From an optimization exercise on the open Yosys and OpenROAD flow, aimed at small area, a short achievable clock period and few clock cycles per item; shortcuts taken in it are not production practice.
The RTL was checked by simulation tests, not by an equivalence proof against the original design.
No activity file was given, so power comes from the tool's default toggle rates.

## sdram_cache
module sdram_cache (
    input  wire                               ui_clk,
    input  wire                               arst_n,
    input  wire                               calib_done,
    input  wire [28-1:0] sd_addr,
    input  wire                               sd_cs,
    input  wire                               sd_l,
    input  wire                               sd_u,
    input  wire                               sd_we,
    input  wire [15:0]      sd_wr,
    input  wire                               sd_big_r,
    output wire  [15:0]                       sd_rd,     
    output wire  [47:0]                       sd_rd48,   
    output wire                               sd_ready,
    output wire  [28-1:0]  app_addr,
    output wire  [2:0]   app_cmd,
    output wire                               app_en,
    output wire  [16*8-1:0] app_wdf_data,
    output wire                               app_wdf_wren,
    input  wire                               app_rdy,
    input  wire                               app_wdf_rdy,
    input  wire [16*8-1:0] app_rd_data,
    input  wire                               app_rd_data_valid
);
    localparam int NE = 8;
    localparam int TW = 24;
    logic [TW-1:0]  tag  [NE];
  ...
Settings: LEC_CHECK=0, CAP_MARGIN=20, CORE_MARGIN=2, CORE_UTILIZATION=40, PLACE_DENSITY=0.55, SETUP_SLACK_MARGIN=4, SLEW_MARGIN=20; clock period 10.0 ns.
run.sh (not shown) runs the stock make flow with config.mk's settings and CLKGATE_MAP_FILE= SYNTH_SCRIPT=/design/flow/synth_recipe.tcl, a recipe that flattens the netlist after the stock synthesis.
Testbench counts at the start, summed over its fixed seeds: cycles 33,412, requests 16,000.
==> next run, changes <==
--- a/flow/design.v
+++ b/flow/design.v
@@ -18,19 +18,19 @@
     output wire  [2:0]   app_cmd,
     output wire                               app_en,
     output wire  [16*8-1:0] app_wdf_data,
     output wire                               app_wdf_wren,
     input  wire                               app_rdy,
     input  wire                               app_wdf_rdy,
     input  wire [16*8-1:0] app_rd_data,
     input  wire                               app_rd_data_valid
 );
-    localparam int NE = 8;
+    localparam int NE = 10;
     localparam int TW = 24;
     logic [TW-1:0]  tag  [NE];
     logic [127:0]   data [NE];
     logic [NE-1:0]  valid;       
     logic [NE-1:0]  pend;        
     logic [NE-1:0]  dirty;
     logic [NE-1:0]  ref_b;       
     logic [NE-1:0]  pfu;         
     logic           rdy_q;       
@@ -59,37 +59,34 @@
         end
     end
     wire wr_inA = |wA;
     wire wr_inB = |wB;
     assign cpu_wr = pend_wr && (wr_inA || wr_inB);
     wire          accept = rdy_q && sd_cs;
     wire          rdbig  = sd_big_r & ~sd_we;
     wire [3:0]    off    = sd_addr[3:0];
     wire [TW-1:0] cA     = rdy_q ? sd_addr[27:4] : r_tag;   
-    wire [TW-1:0] cB     = cA + 1'b1;    
+    wire [TW-1:0] cB     = cA + 1'b1;
     wire          needA  = busy ? r_needA :
                            (sd_l | (sd_u & (off != 4'd15)) | (rdbig & (off <= 4'd13)));
     wire          needB  = busy ? r_needB :
                            ((sd_u & (off == 4'd15)) | (rdbig & (off >= 4'd9)));
     wire          look   = accept || busy;
     wire          fill_v   = app_rd_data_valid && (qn != 2'd0);
     wire [NE-1:0] fill_e   = fill_v ? q0 : '0;
     wire          fill_ok  = !(wren_q && ((q0 & selA) != '0)) && !cpu_wr;
     wire [NE-1:0] fill_now = fill_ok ? fill_e : '0;
     wire [NE-1:0] have     = valid | fill_now;
     logic [NE-1:0] mA, mB;
     always_comb begin
         for (int e = 0; e < NE; e++) begin
-            logic [TW-1:0] d;
-            d     = tag[e] ^ cA;
-            mA[e] = (d == '0);
-            mB[e] = d[0];
-            for (int j = 0; j < TW-1; j++) mB[e] = mB[e] & (d[j+1] == (cA[j] & d[j]));
+            mA[e] = (tag[e] == cA);
+            mB[e] = (tag[e] == cB);
         end
     end
     wire [NE-1:0] hA = mA & have;
     wire [NE-1:0] hB = mB & have;
     wire          okA    = !needA || (|hA);
     wire          okB    = !needB || (|hB);
     wire          lostA  = needA && !(|hA) && !(|(mA & pend & ~fill_now));
     wire          lostB  = needB && !(|hB) && !(|(mB & pend & ~fill_now));
     wire          done   = look && okA && okB && !wren_q;
@@ -112,19 +109,19 @@
     wire [NE-1:0] dvict    = c1_hit ? c2 : c1;
     wire          dvict_dirty = c1_hit ? c2_dirty : c1_dirty;
     wire [NE-1:0] pvict    = first1(cclean);
     wire          port_free = !en_q && !wren_q && (qn != 2'd2);
     wire          d_issue   = look && (lostA || lostB) && port_free && (dvict != '0);
     wire          p_issue   = done && pfhit && !nextin && port_free &&
                               (pvict != '0) && !(|(pvict & (hA | hB)));
     wire          issue     = d_issue || p_issue;
     wire [NE-1:0] ivict     = d_issue ? dvict : pvict;
-    wire [TW-1:0] itag      = lostA ? cA : cB;    
+    wire [TW-1:0] itag      = (d_issue && lostA) ? cA : cB;
     wire [NE-1:0] touch_all = touch | (issue ? ivict : '0);
     wire          ref_full  = &(ref_b | pend | touch);
     always_ff @(posedge ui_clk or negedge arst_n) begin
         if (!arst_n) begin
             rdy_q   <= 1'b0;
             busy    <= 1'b0;
             pend_wr <= 1'b0;
             valid   <= '0;
             pend    <= '0;
What happened: Cell area rises by 24%; power goes up by about 24%; die area climbs by 22%; combinational power grows by about 26%; cell count is higher by about 20%; worst hold slack gets better by 0.0056 ns; wire length increases by about 30%; clock-buffer cell count went up by 35; non-clock buffer count went up by 349; via count grows by 21%; first-iteration DRC count came out higher by about 18%; setup slack gets worse by 0.44 ns; sequential share of layout area fell by 0.19 points.
Testbench counts after the change, summed over its fixed seeds: cycles 29,508, requests 16,000.

-- re-timing with driven ports --
Ports are ideal in the flow. The routed layouts listed here were re-timed in OpenROAD.
Step 1 (the two cells are an assumption about what drives the block):
set clk [get_ports {ui_clk}]
set_driving_cell -lib_cell sky130_fd_sc_hd__clkbuf_16 $clk
set_driving_cell -lib_cell sky130_fd_sc_hd__buf_2 [delete_from_list [all_inputs] $clk]
Step 2 moves the port delays by t, midway between the first and last clock arrival at a register: inputs arrive t later, outputs are due t later. That takes back most of the time a late clock gives input paths.
Three values: ideal, step 1, step 2; two values: the first two.
run | t, ns | setup WS [ns] | worst register clock-pin slew, ns | worst slew at a driven data input, ns | pins driven straight from the clock port
the first run | 0.904 | 3.806 / 3.721 / 3.105 | 0.07 / 0.07 | 0.24 | 1
the second run | 0.956 | 3.367 / 3.438 / 2.483 | 0.08 / 0.08 | 0.15 | 1
After both steps setup and hold are still met in every run listed. For the second run, which loses most, drivers alone change the setup slack by +0.071 ns; drivers and shift together by -0.884 ns.
